Source: an optimization exercise on an open RTL-to-GDS flow (aim: small area and a short achievable clock period). Production flows keep margins and buffers that such runs may drop.
Function was checked by simulation only, so behaviour that the tests miss may differ from the original.
Power figures rest on the tool's default switching activity, not on a simulated workload.

==> job 3114: inputs <==
## rv_exec_top
module rv_exec_top (
    input  logic                  clk,
    input  logic                  resetb,
    input  logic                  in_valid,
    input  rv_exec_pkg::word_t    in_insn,
    input  rv_exec_pkg::word_t    in_pc,
    input  rv_exec_pkg::word_t    in_rs1_data,
    input  rv_exec_pkg::word_t    in_rs2_data,
    output logic                  out_valid,
    output rv_exec_pkg::reg_idx_t out_rd,
    output logic                  out_rd_we,
    output rv_exec_pkg::word_t    out_result,
    output rv_exec_pkg::word_t    out_next_pc,
    output logic                  out_illegal
);
Settings: LEC_CHECK=0, ABC_AREA=1, CAP_MARGIN=20, CORE_MARGIN=2, CORE_UTILIZATION=40, SETUP_SLACK_MARGIN=2.5, SLEW_MARGIN=20; clock period 5.0 ns.
standard.sh (not shown) runs the stock make flow with config.mk's settings and CLKGATE_MAP_FILE= SYNTH_SCRIPT=/design/flow/synth_recipe.tcl, a recipe that flattens the netlist after the stock synthesis.
==> flow/flow/run.sh <==
#!/bin/bash
# The standard layout, with plain buffers on the ports instead of the
# delay cells buffer_ports picks by default.
set -euo pipefail
export BUFFER_PORTS_ARGS="-buffer_cell sky130_fd_sc_hd__buf_1"
bash standard.sh > flow_make.log 2>&1
==> inputs of job 8747, as changes to job 3114 <==
==> flow/design.v (replaced) <==
`default_nettype none
package rv_exec_pkg;
    typedef logic [31:0] word_t;
    typedef logic [4:0]  reg_idx_t;
    typedef logic [2:0]  funct3_t;
    localparam int lo_w = 12;
endpackage
`default_nettype wire
`default_nettype none
module rv_add #(
    parameter int W = 32
) (
    input  logic [W-1:0] a,
    input  logic [W-1:0] b,
    input  logic         cin,
    output logic [W:0]   s
);
    assign s = {1'b0, a} + {1'b0, b} + {{W{1'b0}}, cin};
endmodule
`default_nettype wire
`default_nettype none
module rv_decode (
    input  logic                  clk,
    input  logic                  resetb,
    input  logic                  in_valid,
    input  rv_exec_pkg::word_t    in_insn,
    input  rv_exec_pkg::word_t    in_pc,
    input  rv_exec_pkg::word_t    in_rs1_data,
    input  rv_exec_pkg::word_t    in_rs2_data,
    output logic                  d_valid,
    output rv_exec_pkg::word_t    d_op1,       
    output logic [31:rv_exec_pkg::lo_w] d_op2_hi,  
    output logic                  d_cy,        
    output logic                  d_eq_lo,     
    output logic [29:0]           d_pc,        
    output logic                  d_sel_sum,   
    output logic                  d_sel_sh,    
    output logic                  d_sh_r,      
    output logic                  d_sh_a,      
    output logic                  d_k_and,     
    output logic                  d_k_xor,     
    output logic                  d_sel_lt,    
    output logic                  d_sel_link,  
    output logic                  d_uns,       
    output logic                  d_br_inv,    
    output logic                  d_br_lt,     
    output rv_exec_pkg::reg_idx_t d_rd,
    output logic                  d_rd_we,     
    output logic                  d_ill,       
    output logic                  d_br_mis,    
    output logic                  d_br_ok,     
    output logic                  d_jmp_ok     
);
    localparam int L = rv_exec_pkg::lo_w;
    logic [6:0] opc;
    logic [2:0] f3;
    logic       is_op, is_opi, is_lui, is_auipc, is_jal, is_jalr, is_br, is_alu;
    logic       f7_ok, br_f3_ok, legal, jal_mis, jalr_mis;
    logic       sub, shift_op, logic_op, sum_op, k_and, k_xor;
    rv_exec_pkg::word_t imm_i, imm_u, imm_j, adda, addb, addb_x, op1;
    logic [31:L] op2_hi;
    logic [L:0]  lo_s;
    assign opc = in_insn[6:0];
    assign f3  = in_insn[14:12];
    assign is_op    = (opc == 7'b0110011);
    assign is_opi   = (opc == 7'b0010011);
    assign is_lui   = (opc == 7'b0110111);
    assign is_auipc = (opc == 7'b0010111);
    assign is_jal   = (opc == 7'b1101111);
    assign is_jalr  = (opc == 7'b1100111);
    assign is_br    = (opc == 7'b1100011);
    assign is_alu   = is_op || is_opi;
    assign f7_ok    = (in_insn[31:25] == 7'h00) || (in_insn[31:25] == 7'h20);
    assign br_f3_ok = (f3[2:1] != 2'b01);
    assign jal_mis  = in_insn[21];
    assign jalr_mis = in_rs1_data[1] ^ in_insn[21] ^ (in_rs1_data[0] & in_insn[20]);
    assign legal = (is_op && f7_ok) || is_opi || is_lui || is_auipc ||
                   (is_jal && !jal_mis) || (is_jalr && !jalr_mis) || (is_br && br_f3_ok);
    assign imm_i = {{20{in_insn[31]}}, in_insn[31:20]};
    assign imm_u = {in_insn[31:12], 12'h0};
    assign imm_j = {{12{in_insn[31]}}, in_insn[19:12], in_insn[20], in_insn[30:21], 1'b0};
    always_comb begin
        adda = (in_insn[3] || (in_insn[2] && !in_insn[5])) ? in_pc : in_rs1_data;
        if (in_insn[4] && in_insn[2] && in_insn[5]) adda = '0;
        if (in_insn[3])                     addb = imm_j;
        else if (in_insn[4] && in_insn[2])  addb = imm_u;
        else if (in_insn[5] && !in_insn[2]) addb = in_rs2_data;
        else                                addb = imm_i;
    end
    assign sub = !in_insn[2] && (in_insn[6] || (!f3[2] && (f3[1] || (in_insn[5] && in_insn[30]))));
    assign addb_x = addb ^ {32{sub}};
    rv_add #(.W(L)) i_lo_add (.a(adda[L-1:0]), .b(addb_x[L-1:0]), .cin(sub), .s(lo_s));
    assign k_and = f3[1];
    assign k_xor = !(f3[1] && f3[0]);
    assign shift_op = !in_insn[6] && !in_insn[2] && (f3[1:0] == 2'b01);
    assign logic_op = !in_insn[6] && !in_insn[2] && f3[2] && (f3[1:0] != 2'b01);
    assign sum_op   = !in_insn[6] && (in_insn[2] || f3 == 3'd0);
    always_comb begin
        op1 = adda;
        if (logic_op)
            op1[L-1:0] = ({L{k_and}} & adda[L-1:0] & addb_x[L-1:0]) |
                         ({L{k_xor}} & (adda[L-1:0] ^ addb_x[L-1:0]));
        else if (!shift_op)
            op1[L-1:0] = lo_s[L-1:0];
        if (in_insn[6] && !in_insn[2]) op1[10:0] = {in_insn[31], in_insn[7], in_insn[30:25], in_insn[11:9]};
        op2_hi = addb_x[31:L];
        if (shift_op) op2_hi[L+4:L] = addb[4:0];
    end
    always_ff @(posedge clk or negedge resetb) begin
        if (!resetb) d_valid <= 1'b0;
        else         d_valid <= in_valid;
    end
    always_ff @(posedge clk) begin
        d_op1      <= op1;
        d_op2_hi   <= op2_hi;
        d_cy       <= lo_s[L];
        d_eq_lo    <= &(adda[L-1:0] ^ addb_x[L-1:0]);
        d_pc       <= in_pc[31:2];
        d_sel_sum  <= sum_op;
        d_sel_sh   <= shift_op;
        d_sh_r     <= f3[2];
        d_sh_a     <= in_insn[30];
        d_k_and    <= logic_op && k_and;
        d_k_xor    <= logic_op && k_xor;
        d_sel_lt   <= is_alu && f3[2:1] == 2'b01;
        d_sel_link <= in_insn[6] && in_insn[2];
        d_uns      <= is_br ? f3[1] : f3[0];
        d_br_inv   <= f3[0];
        d_br_lt    <= f3[2];
        d_rd       <= in_insn[11:7];
        d_rd_we    <= legal && !is_br && (in_insn[11:7] != 5'd0);
        d_ill      <= !legal;
        d_br_mis   <= is_br && br_f3_ok && in_insn[8];
        d_br_ok    <= is_br && br_f3_ok && !in_insn[8];
        d_jmp_ok   <= (is_jal && !jal_mis) || (is_jalr && !jalr_mis);
    end
endmodule
`default_nettype wire
`default_nettype none
module rv_alu (
    input  logic                  d_sel_sum,
    input  logic                  d_sel_sh,
    input  logic                  d_sh_r,
    input  logic                  d_sh_a,
    input  logic                  d_k_and,
    input  logic                  d_k_xor,
    input  logic                  d_sel_lt,
    input  logic                  d_sel_link,
    input  logic                  d_uns,
    input  rv_exec_pkg::word_t    d_op1,
    input  logic [31:rv_exec_pkg::lo_w] d_op2_hi,
    input  logic                  d_cy,
    input  logic                  d_eq_lo,
    input  logic [29:0]           pc4,
    output rv_exec_pkg::word_t    sum,          
    output logic                  eq,           
    output logic                  lt,           
    output rv_exec_pkg::word_t    alu_result
);
    localparam int L = rv_exec_pkg::lo_w;
    logic [32-L:0]  hi_s;
    logic [31:L]    a_hi;
    logic [4:0]     shamt;
    logic [32:0]    sr_in;
    rv_exec_pkg::word_t rev_in, sr_out, rev_out, sh_res;
    assign a_hi = d_op1[31:L];
    rv_add #(.W(32 - L)) i_hi_add (.a(a_hi), .b(d_op2_hi), .cin(d_cy), .s(hi_s));
    assign shamt = d_op2_hi[L+4:L];
    always_comb begin
        for (int i = 0; i < 32; i++) rev_in[i] = d_op1[31 - i];
    end
    assign sr_in  = d_sh_r ? {d_sh_a & d_op1[31], d_op1} : {1'b0, rev_in};
    assign sr_out = rv_exec_pkg::word_t'($signed(sr_in) >>> shamt);
    always_comb begin
        for (int i = 0; i < 32; i++) rev_out[i] = sr_out[31 - i];
    end
    assign sh_res = d_sh_r ? sr_out : rev_out;
    assign sum = {hi_s[31-L:0], d_op1[L-1:0]};
    assign eq  = d_eq_lo && (&(a_hi ^ d_op2_hi));
    assign lt  = (!d_uns && (a_hi[31] == d_op2_hi[31])) ? a_hi[31] : !hi_s[32-L];
    always_comb begin
        if (d_sel_lt)        alu_result = {31'h0, lt};
        else if (d_sel_link) alu_result = {pc4, 2'b00};
        else if (d_sel_sh)   alu_result = sh_res;
        else begin
            alu_result[L-1:0]  = d_op1[L-1:0];
            alu_result[31:L]   = ({(32 - L){d_sel_sum}} & hi_s[31-L:0]) |
                                 ({(32 - L){d_k_and}} & a_hi & d_op2_hi) |
                                 ({(32 - L){d_k_xor}} & (a_hi ^ d_op2_hi));
        end
    end
endmodule
`default_nettype wire
`default_nettype none
module rv_branch (
    input  logic        eq,
    input  logic        lt,
    input  logic        d_br_inv,
    input  logic        d_br_lt,
    input  logic [29:0] d_pc,
    input  logic [10:0] d_boff,
    input  rv_exec_pkg::word_t sum,
    input  logic        d_br_ok,
    input  logic        d_br_mis,
    input  logic        d_jmp_ok,
    output logic [29:0] pc4,
    output logic [29:0] next_pc,      
    output logic        br_mis_taken
);
    logic [11:0] tgt_lo;
    logic [11:0] pc4_lo;
    logic [18:0] pc_hi, inc_hi, dec_hi, tgt_hi, pc4_hi;
    logic [29:0] tgt;
    logic        cond;
    assign pc_hi  = d_pc[29:11];
    assign inc_hi = pc_hi + 19'd1;
    assign dec_hi = pc_hi - 19'd1;
    assign pc4_lo = {1'b0, d_pc[10:0]} + 12'd1;
    assign pc4_hi = pc4_lo[11] ? inc_hi : pc_hi;
    assign pc4    = {pc4_hi, pc4_lo[10:0]};
    assign tgt_lo = {1'b0, d_pc[10:0]} + {1'b0, d_boff};
    always_comb begin
        case ({tgt_lo[11], d_boff[10]})
            2'b10:   tgt_hi = inc_hi;
            2'b01:   tgt_hi = dec_hi;
            default: tgt_hi = pc_hi;
        endcase
    end
    assign tgt = {tgt_hi, tgt_lo[10:0]};
    assign cond         = d_br_inv ^ (d_br_lt ? lt : eq);
    assign br_mis_taken = d_br_mis && cond;
    always_comb begin
        if (d_br_ok && cond)  next_pc = tgt[29:0];
        else if (d_jmp_ok)    next_pc = sum[31:2];
        else                  next_pc = pc4;
    end
endmodule
`default_nettype wire
`default_nettype none
module rv_retire (
    input  logic                    clk,
    input  logic                    resetb,
    input  logic                    d_valid,
    input  rv_exec_pkg::reg_idx_t   d_rd,
    input  logic                    d_rd_we,
    input  logic                    d_ill,
    input  logic                    br_mis_taken,
    input  rv_exec_pkg::word_t      result,
    input  logic [29:0]             next_pc,
    output logic                    out_valid,
    output rv_exec_pkg::reg_idx_t   out_rd,
    output logic                    out_rd_we,
    output rv_exec_pkg::word_t      out_result,
    output rv_exec_pkg::word_t      out_next_pc,
    output logic                    out_illegal
);
    logic [29:0] npc_q;
    always_ff @(posedge clk or negedge resetb) begin
        if (!resetb) out_valid <= 1'b0;
        else         out_valid <= d_valid;
    end
    always_ff @(posedge clk) begin
        out_rd      <= d_rd;
        out_rd_we   <= d_rd_we;
        out_result  <= result;
        npc_q       <= next_pc;
        out_illegal <= d_ill || br_mis_taken;
    end
    assign out_next_pc = {npc_q, 2'b00};
endmodule
`default_nettype wire
`default_nettype none
module rv_exec_top (
    input  logic                  clk,
    input  logic                  resetb,
    input  logic                  in_valid,
    input  rv_exec_pkg::word_t    in_insn,
    input  rv_exec_pkg::word_t    in_pc,
    input  rv_exec_pkg::word_t    in_rs1_data,
    input  rv_exec_pkg::word_t    in_rs2_data,
    output logic                  out_valid,
    output rv_exec_pkg::reg_idx_t out_rd,
    output logic                  out_rd_we,
    output rv_exec_pkg::word_t    out_result,
    output rv_exec_pkg::word_t    out_next_pc,
    output logic                  out_illegal
);
    logic                  d_valid;
    rv_exec_pkg::word_t    d_op1;
    logic [31:rv_exec_pkg::lo_w] d_op2_hi;
    logic                  d_cy, d_eq_lo;
    logic [29:0]           d_pc;
    logic                  d_sel_sum, d_sel_sh, d_sh_r, d_sh_a, d_k_and, d_k_xor, d_sel_lt, d_sel_link, d_uns, d_br_inv, d_br_lt;
    rv_exec_pkg::reg_idx_t d_rd;
    logic                  d_rd_we, d_ill, d_br_mis, d_br_ok, d_jmp_ok;
    rv_exec_pkg::word_t    sum, alu_result;
    logic                  eq, lt, br_mis_taken;
    logic [29:0]           pc4, next_pc;
    rv_decode i_decode (
        .clk, .resetb, .in_valid, .in_insn, .in_pc, .in_rs1_data, .in_rs2_data,
        .d_valid, .d_op1, .d_op2_hi, .d_cy, .d_eq_lo, .d_pc, .d_sel_sum, .d_sel_sh, .d_sh_r, .d_sh_a, .d_k_and, .d_k_xor, .d_sel_lt,
        .d_sel_link, .d_uns, .d_br_inv, .d_br_lt, .d_rd, .d_rd_we, .d_ill, .d_br_mis,
        .d_br_ok, .d_jmp_ok
    );
    rv_alu i_alu (
        .d_sel_sum, .d_sel_sh, .d_sh_r, .d_sh_a, .d_k_and, .d_k_xor, .d_sel_lt, .d_sel_link, .d_uns, .d_op1, .d_op2_hi, .d_cy, .d_eq_lo, .pc4,
        .sum, .eq, .lt, .alu_result
    );
    rv_branch i_branch (
        .eq, .lt, .d_br_inv, .d_br_lt, .d_pc, .d_boff(d_op1[10:0]), .sum, .d_br_ok, .d_br_mis, .d_jmp_ok,
        .pc4, .next_pc, .br_mis_taken
    );
    rv_retire i_retire (
        .clk, .resetb, .d_valid, .d_rd, .d_rd_we, .d_ill, .br_mis_taken,
        .result(alu_result), .next_pc,
        .out_valid, .out_rd, .out_rd_we, .out_result, .out_next_pc, .out_illegal
    );
endmodule
`default_nettype wire
==> flow/config.mk (replaced) <==
export PLATFORM = sky130hd
export DESIGN_NAME = rv_exec_top
export DESIGN_NICKNAME = rv_exec_top
export VERILOG_FILES = /design/flow/design.v
export SDC_FILE = /design/flow/constraint.sdc
export NUM_CORES = 4
export LEC_CHECK = 0
export CAP_MARGIN = 20
export CORE_MARGIN = 2
export CORE_UTILIZATION = 40
export SETUP_SLACK_MARGIN = 2.0
export SLEW_MARGIN = 20
==> qor summary <==
| item | job 3114 | job 8747 |
|---|---|---|
| Vias in the first global route | 15600 | 14100 |
| Maximum operating frequency | 404 MHz | 293 MHz |
| Violation count after the first detailed-routing iteration | 1783 | 1846 |
| Final design utilization | 48.2% | 51.7% |
| Final design instance area without fill | 16600 um^2 | 17400 um^2 |
| Arithmetic-cell share of the synthesized area counting full adders, half adders and majority gates | 6.16% | 5.04% |
| Antenna violations before repair | 2 | 0 |
| Pwr Total | 5.32 mW | 7.07 mW |
| Met2 layer wire length in the routed design | 30000 um | 26300 um |
| Areal power density over the cells | 321 nW/um^2 | 405 nW/um^2 |
| Reg-to-reg critical path endpoint | i_retire.out_result[26] | i_retire.npc_q[28] |
| Final worst setup slack | 2520 ps | 1590 ps |
| Most common cell after layout, fill and taps aside | sky130_fd_sc_hd__nand2_1 | sky130_fd_sc_hd__buf_1 |
| Start point of the critical path | in_insn[6] | in_insn[2] |
| Clock transition at the registers of the reported paths | 90 ps | 70 ps |
| Outcome | complete, no violations | complete, no violations |
| Met1 track demand over resource | 43.9% | 40.8% |
| Number of nets in the finished design | 2664 | 2071 |
| Crit path buf inv count | 4 | 3 |
| Final HPWL DP | 52700 um | 42600 um |

## port drivers added, routing unchanged
The results above use ideal ports. As a check the final layouts listed here were re-extracted and re-timed, cells and wires unchanged.
Step 1 (the two cells are an assumption about what drives the block):
set clk [get_ports {clk}]
set_driving_cell -lib_cell sky130_fd_sc_hd__clkbuf_16 $clk
set_driving_cell -lib_cell sky130_fd_sc_hd__buf_2 [delete_from_list [all_inputs] $clk]
Step 2 also shifts input and output timing later by t, the mid clock arrival at the registers, as if the neighbouring blocks saw the same clock.
Three values: ideal ports, drivers, drivers and shift; two values: the first two.
run	t (ns)	setup WS [ns]	worst setup path after step 2	worst slew at a driven data input, ns
job 3114	0.502	2.524 / 2.540 / 2.040	input to register	0.05
job 8747	0.503	1.592 / 1.607 / 1.104	input to register	0.05
After both steps setup and hold are still met in every run listed. The setup slack of job 8747, which loses most, moves by +0.015 ns with the drivers and by -0.488 ns with both steps.
